This is an optimization exercise on Yosys and OpenROAD, whose aim is small area, not a production implementation. In this exercise RTL edits were held to simulation tests only and were not proved equivalent to the original. Power figures rest on the tool's default switching activity, not on a simulated workload.

===== design/flow/config.mk =====
export PLATFORM = sky130hd
export DESIGN_NAME = cpu_top
export DESIGN_NICKNAME = cpu_top
export VERILOG_FILES = /design/flow/design.v
export SDC_FILE = /design/flow/constraint.sdc
export NUM_CORES = 4
export LEC_CHECK = 0
export CAP_MARGIN = 20
export CORE_MARGIN = 2
export CORE_UTILIZATION = 40
export SLEW_MARGIN = 20

===== design/flow/constraint.sdc =====
create_clock -name core_clock -period 12.0 [get_ports {clk}]
set_input_delay 2.4000 -clock core_clock [delete_from_list [all_inputs] [get_ports {clk}]]
set_output_delay 2.4000 -clock core_clock [all_outputs]
set_load 0.01 [all_outputs]

===== design/flow/design.v =====
`timescale 1ns/100ps
package isa_pkg;
   typedef struct packed {
      logic [3:0]              op;
      logic [4-1:0] f_s;   
      logic [4-1:0] f_a;
      logic [4-1:0] f_b;
   } instr_t;
   localparam logic [3:0] OP_JZ    = 4'b1000;
   localparam logic [3:0] OP_JNZ   = 4'b1001;
   localparam logic [3:0] OP_LOADI = 4'b1010;
   localparam logic [3:0] OP_STOP  = 4'b1111;
   typedef enum logic [2:0] {
      ALU_SLL  = 3'b000,
      ALU_SRL  = 3'b001,
      ALU_ADD  = 3'b010,
      ALU_SUB  = 3'b011,
      ALU_AND  = 3'b100,
      ALU_XNOR = 3'b101
   } alu_op_e;
   typedef struct packed {
      alu_op_e                 alu_op;
      logic                    wr_en;
      logic                    imm_sel;
      logic                    jz;
      logic                    jnz;
      logic                    stop;
      logic [4-1:0] rd;
      logic [4-1:0] ra;
      logic [4-1:0] rb;
      logic [8-1:0]   imm;
      logic [8-1:0]    target;
   } ctrl_t;
endpackage
`timescale 1ns/100ps
package core_pkg;
   typedef logic [32-1:0]    word_t;
   typedef logic [8-1:0]    pc_t;
   typedef logic [4-1:0] raddr_t;
   typedef struct packed {
      word_t a;
      word_t b;
   } operands_t;
   typedef struct packed {
      logic   en;
      raddr_t addr;
      word_t  data;
   } wr_req_t;
endpackage
`timescale 1ns/100ps
module instr_decoder (
   input  isa_pkg::instr_t code,
   output isa_pkg::ctrl_t  ctrl
);
   logic is_alu;
   logic alu_valid;
   assign is_alu    = ~code.op[3];
   assign alu_valid = code.op[2:1] != 2'b11;    
   always_comb begin
      ctrl.alu_op  = isa_pkg::alu_op_e'(code.op[2:0]);
      ctrl.imm_sel = code.op == isa_pkg::OP_LOADI;
      ctrl.jz      = code.op == isa_pkg::OP_JZ;
      ctrl.jnz     = code.op == isa_pkg::OP_JNZ;
      ctrl.stop    = code.op == isa_pkg::OP_STOP;
      ctrl.wr_en   = (is_alu && alu_valid) || ctrl.imm_sel;
      ctrl.rd      = code.f_s;
      ctrl.ra      = code.f_a;
      ctrl.rb      = code.f_b;
      ctrl.imm     = {code.f_a, code.f_b};
      ctrl.target  = {code.f_s, code.f_b};    
   end
endmodule
`timescale 1ns/100ps
module pc_unit (
   input  logic  clk,
   input  logic  rst_n,
   input  isa_pkg::ctrl_t ctrl,
   input  core_pkg::word_t ra_val,
   output core_pkg::pc_t   pc,
   output core_pkg::pc_t   next_pc,
   output logic  branch_en
);
   logic a_zero;
   assign a_zero    = ra_val[8-1:0] == '0;
   assign branch_en = (ctrl.jz && a_zero) || (ctrl.jnz && !a_zero);
   always_comb begin
      if (!rst_n)
         next_pc = '0;
      else if (ctrl.stop)
         next_pc = pc;             
      else if (branch_en)
         next_pc = ctrl.target;
      else
         next_pc = pc + 1'b1;
   end
   always_ff @(posedge clk) begin
      if (!rst_n)
         pc <= '0;
      else
         pc <= next_pc;
   end
endmodule
`timescale 1ns/100ps
module reg_file (
   input  logic      clk,
   input  logic      rst_n,
   input  core_pkg::raddr_t    ra,
   input  core_pkg::raddr_t    rb,
   input  core_pkg::wr_req_t   wr,
   output core_pkg::operands_t ops
);
   core_pkg::word_t regs [16];
   always_ff @(posedge clk) begin
      if (rst_n && wr.en)    
         regs[wr.addr] <= wr.data;
   end
   assign ops.a = regs[ra];
   assign ops.b = regs[rb];
endmodule
`timescale 1ns/100ps
module barrel_shifter (
   input  core_pkg::word_t                   a,
   input  logic [5-1:0] shamt,
   input  logic                    left,
   output core_pkg::word_t                   y
);
   core_pkg::word_t stage [5+1];
   assign stage[0] = a;
   for (genvar i = 0; i < 5; i++) begin : g_stage
      core_pkg::word_t moved;
      assign moved        = left ? stage[i] << (2 ** i) : stage[i] >> (2 ** i);
      assign stage[i + 1] = shamt[i] ? moved : stage[i];
   end
   assign y = stage[5];
endmodule
`timescale 1ns/100ps
module exec_unit (
   input  isa_pkg::ctrl_t     ctrl,
   input  core_pkg::operands_t ops,
   output core_pkg::word_t     result
);
   logic  sub;
   core_pkg::word_t b_in;
   core_pkg::word_t sum;
   core_pkg::word_t shifted;
   core_pkg::word_t alu_y;
   assign sub  = ctrl.alu_op == isa_pkg::ALU_SUB;
   assign b_in = ops.b ^ {32{sub}};    
   assign sum  = ops.a + b_in + {{(32-1){1'b0}}, sub};
   barrel_shifter u_shifter (
      .a     (ops.a),
      .shamt (ops.b[5-1:0]),
      .left  (ctrl.alu_op == isa_pkg::ALU_SLL),
      .y     (shifted)
   );
   always_comb begin
      case (ctrl.alu_op)
         isa_pkg::ALU_SLL, isa_pkg::ALU_SRL: alu_y = shifted;
         isa_pkg::ALU_ADD, isa_pkg::ALU_SUB: alu_y = sum;
         isa_pkg::ALU_AND:          alu_y = ops.a & ops.b;
         isa_pkg::ALU_XNOR:         alu_y = ops.a ~^ ops.b;
         default:          alu_y = '0;    
      endcase
   end
   assign result = ctrl.imm_sel ? {{(32-8){1'b0}}, ctrl.imm} : alu_y;
endmodule
`timescale 1ns/100ps
module cpu_top (
   input  logic   clk,
   input  logic   rst_n,
   input  isa_pkg::instr_t code,
   output core_pkg::pc_t    pc,
   output core_pkg::pc_t    next_pc,
   output core_pkg::word_t  result,
   output logic   write_en,
   output logic   imm_en,
   output logic   branch_en
);
   isa_pkg::ctrl_t     ctrl;
   core_pkg::operands_t ops;
   core_pkg::wr_req_t   wr;
   assign wr       = {ctrl.wr_en, ctrl.rd, result};
   assign write_en = ctrl.wr_en;
   assign imm_en   = ctrl.imm_sel;
   instr_decoder u_decoder (.code(code), .ctrl(ctrl));
   pc_unit u_pc (
      .clk       (clk),
      .rst_n     (rst_n),
      .ctrl      (ctrl),
      .ra_val    (ops.a),
      .pc        (pc),
      .next_pc   (next_pc),
      .branch_en (branch_en)
   );
   reg_file u_regs (.clk(clk), .rst_n(rst_n), .ra(ctrl.ra), .rb(ctrl.rb), .wr(wr), .ops(ops));
   exec_unit u_exec (.ctrl(ctrl), .ops(ops), .result(result));
endmodule

===== design/flow/run.sh =====
#!/bin/bash
# synth_recipe.tcl (not shown) runs the flow's synth.tcl, then flattens the netlist and writes it again
# the make line also repeats each setting of config.mk as NAME=value (left out here)
make -C /OpenROAD-flow-scripts/flow DESIGN_CONFIG=/design/flow/config.mk WORK_HOME=/design/flow/orfs CLKGATE_MAP_FILE= SYNTH_SCRIPT=/design/flow/synth_recipe.tcl finish

==> run notes <==
[worst paths after layout]
path / startpoint / end / slack, ps
max: code[4] / result[18] / 1130
min: u_pc.pc[3]$_SDFF_PN0_ / u_pc.pc[3]$_SDFF_PN0_ / 600
max reg2reg: u_regs.regs[7][0]$_DFFE_PP_ / u_regs.regs[0][14]$_DFFE_PP_ / 6620
min reg2reg: u_pc.pc[3]$_SDFF_PN0_ / u_pc.pc[3]$_SDFF_PN0_ / 600
[registers in the layout, indices dropped and copies added, names as in the netlist]
signal       flops
u_pc.pc          8
u_regs.regs    512
[Yosys cell counts, drive strengths merged, types with 11 or more instances]
| master | instances | area [sq um] |
|---|---|---|
| inv | 27 | 101 |
| a211oi | 23 | 173 |
| o22ai | 24 | 150 |
| a21o | 20 | 150 |
| and2 | 15 | 93.8 |
| o31ai | 11 | 96.3 |
| xor2 | 14 | 138 |
| mux4 | 306 | 6930 |
| o21a | 11 | 82.6 |
| nor2b | 13 | 81.3 |
| o211ai | 25 | 188 |
| a22oi | 32 | 240 |
| nor2 | 147 | 554 |
| clkbuf | 94 | 354 |
| xnor2 | 52 | 508 |
| and3 | 16 | 100 |
| nand3 | 29 | 145 |
| a31oi | 25 | 156 |
| a221oi | 11 | 103 |
| mux2i | 46 | 460 |
| mux2 | 11 | 124 |
| edfxtp | 512 | 15400 |
| o21ai | 111 | 556 |
| nor3 | 33 | 165 |
| or3 | 16 | 105 |
| ha | 63 | 788 |
| a21oi | 99 | 499 |
| buf | 74 | 414 |
| nand2 | 196 | 738 |
[per-layer routing]
metal	vias up	share of wire	GRT usage
met1	11300	0.41	0.363
met2	1141	0.47	0.414
met4	0	0.041	0.101
li1	9103	-	-
met3	171	0.075	0.0356
met5	-	0	0
[per-stage QoR]
stage / std cells / worst slack [ps] / total power, mW / hold WS, ps / instance area, sq um
5_1_grt: 3324 / 783 / 5.15 / 641 / 34600
4_1_cts: 3324 / 1100 / 4.98 / 605 / 34600
6_report: 3325 / 1130 / 4.97 / 604 / 34600
3_5_place_dp: 3233 / 1130 / 3.38 / 580 / 33000
3_3_place_gp: 3233 / 1220 / 3.37 / 571 / 33000
2_1_floorplan: 2211 / 1120 / 2.94 / 580 / 30900
[cell type report]
type,count,share of cell area
multi-input combinational,1494,0.424
clock inverter,29,0.00824
timing repair buffer,160,0.0396
antenna,1,0.0000723
sequential,520,0.449
clock buffer,62,0.0393
inverter,29,0.00314
tap,1030,0.0372
[cell families after synthesis]
| group | share of synthesized area |
|---|---|
| flip-flops | 0.502 |
| adder cells (fa/ha/maj) | 0.0261 |
| XOR/XNOR | 0.0209 |
| buffers and inverters | 0.0284 |
| AO/OA/AOI/OAI | 0.103 |
| multiplexers | 0.243 |
| AND/OR/NAND/NOR | 0.0762 |
[critical path, stage by stage]
cell             delay (ps)
clkbuf_8                530
buf_4                   730
mux4_2                  590
mux4_2                  630
nor3_1                  360
a31o_2                  220
nor2_1                   50
o31a_1                  370
o211ai_1                210
o311ai_0                150
o21ai_0                 660
o221ai_1                280
a41oi_1                 250
o41ai_2                 120
buf_4                   220
clkdlybuf4s50_1         560
[power breakdown]
| part | total (mW) | internal [mW] | switching (mW) |
|---|---|---|---|
| Clock | 1.60 | 0.898 | 0.706 |
| Sequential | 2.12 | 2.11 | 0.00877 |
| Combinational | 1.24 | 0.454 | 0.790 |
| Total | 4.97 | 3.47 | 1.50 |
==> results by group <==
Synth
  – Post-Synthesis Cells: 2211
  – Sequential area share after synthesis: 0.502
  – Synth unique cells: 87
  – Total number of yosys warnings: 6
  – Avg Cell Area, Syn: 14.0 sq um
  – Seq cells post-synth: 520
  – Asr flop ratio synth: 0
  – EDFF count, synth: 512
  – Top FF cell, synth: edfxtp_1
  – Post-Syn Nets: 2293
  – Mapped cell area: 30900 sq um

Clocking
  – Post-CTS sizing: 0
  – Hold-fix buffers, CTS: 0
  – Root Buffer: clkbuf_16
  – Clock sink total: 520
  – Clk Latency, worst-skew pair: 620 ps
  – Clock Path Buffers: 3
  – CTS clk-pin slew, worst paths: 60 ps
  – Post-CTS Setup Bufs: 0
  – CTS Buf Count: 52
  – CTS H-tree lvls: 2
  – CTS tree: yes

Detailed routing
  – Drt pass-1 iters: 6
  – Vias: 21700
  – # DRC: 0
  – Vias per cell: 6.54
  – Wirelength per Cell: 31.0 microns
  – Initial DRC count: 2652
  – Final antenna-violating net count: 0
  – Total wire length: 103000 microns

Pwr
  – Peak supply drop: 0.104 mV
  – LEAKAGE: 11.4 nW
  – Cell Pwr Density: 144 nW/um^2

Layout
  – Layout cells sized above 1: 0.236
  – Sequential cell area: 15500 sq um
  – Final #Nets: 2339
  – Commonest non-fill, non-tap cell in the layout: edfxtp_1
  – Fillcell total: 6647
  – Core Util, Final: 0.454
  – Area growth from synthesis to layout: 11.9%
  – Area of the multi-input gates: 14700 sq um
  – Most frequent cells in the layout: 512 x edfxtp_1, 296 x mux4_2, 195 x nand2_1, 131 x nor2_1, 101 x o21ai_0

Global routing
  – Gr usage total: 0.260
  – Pin count of the biggest net entering global routing: 96
  – First-pass GRT wire length: 150000 microns
  – Number of global-route vias before repair: 21600
  – Initial antenna violation count: 0
  – GR Overflow Total: 0

Timing
  – Clock Skew: 24.3 ps
  – Worst slew pin tran: 1020 ps
  – Setup violators final: 0
  – Period utilization: 0.906
  – Unrepaired setup endpoints after global routing: no
  – Max frequency: 0.0920 GHz
  – Final Critical Period: 10870 ps
  – Setup TNS: 0 ps
  – Relative slew slack: 0.314
  – Final Hold Viols: 0
  – Max-slew violation count: 0

Critical path
  – CP max FO: 46
  – Arrival @ worst endpoint: 8470 ps
  – Reg2Reg Depth: 16
  – CP Capture Type: output pin
  – Setup CP Type: primary input to output pin
  – Worst endpoint required time: 9600 ps
  – Crit path launch type: primary input

Floorplanning
  – I/O pin count: 69
  – Starting density of the core: 0.406
  – Row cnt: 101
  – Core Region: 76200 sq um
  – Die ar.: 79600 sq um
  – Die W: 282 microns
  – Die height: 282 microns

Place
  – Gp weighted congestion: 1.01
  – IO Port Bufs: 68
  – DP HPWL: 68600 microns

Hold path
  – Hold Path Class: flop to flop
  – Hold path cells: 2

Job
  – Max cap viols: 0

Status
  – Outcome: no timing/DRC/antenna violations

[port drivers added, routing unchanged]
In the flow no input, the clock included, has a driving cell. The finished layout below was timed again as built, in two steps. Step 1 assumes that a clkbuf_16 drives the clock port and a buf_2 every other input. Step 2 moves the port delays by t, midway between the first and last clock arrival at a register: inputs arrive t later, outputs are due t later. That takes back most of the time a late clock gives input paths. Three values: ideal ports, drivers, drivers and shift; two values: the first two.
t, ns: 0.667
setup WS [ns]: 1.125 / 1.088 / 1.088
clock arrival spread, ns: 0.025 / 0.025
worst data-port slew with drivers (ns): 0.04
After both steps this run still meets setup and hold. For this run, drivers alone change the setup slack by -0.037 ns; drivers and shift together by -0.037 ns.
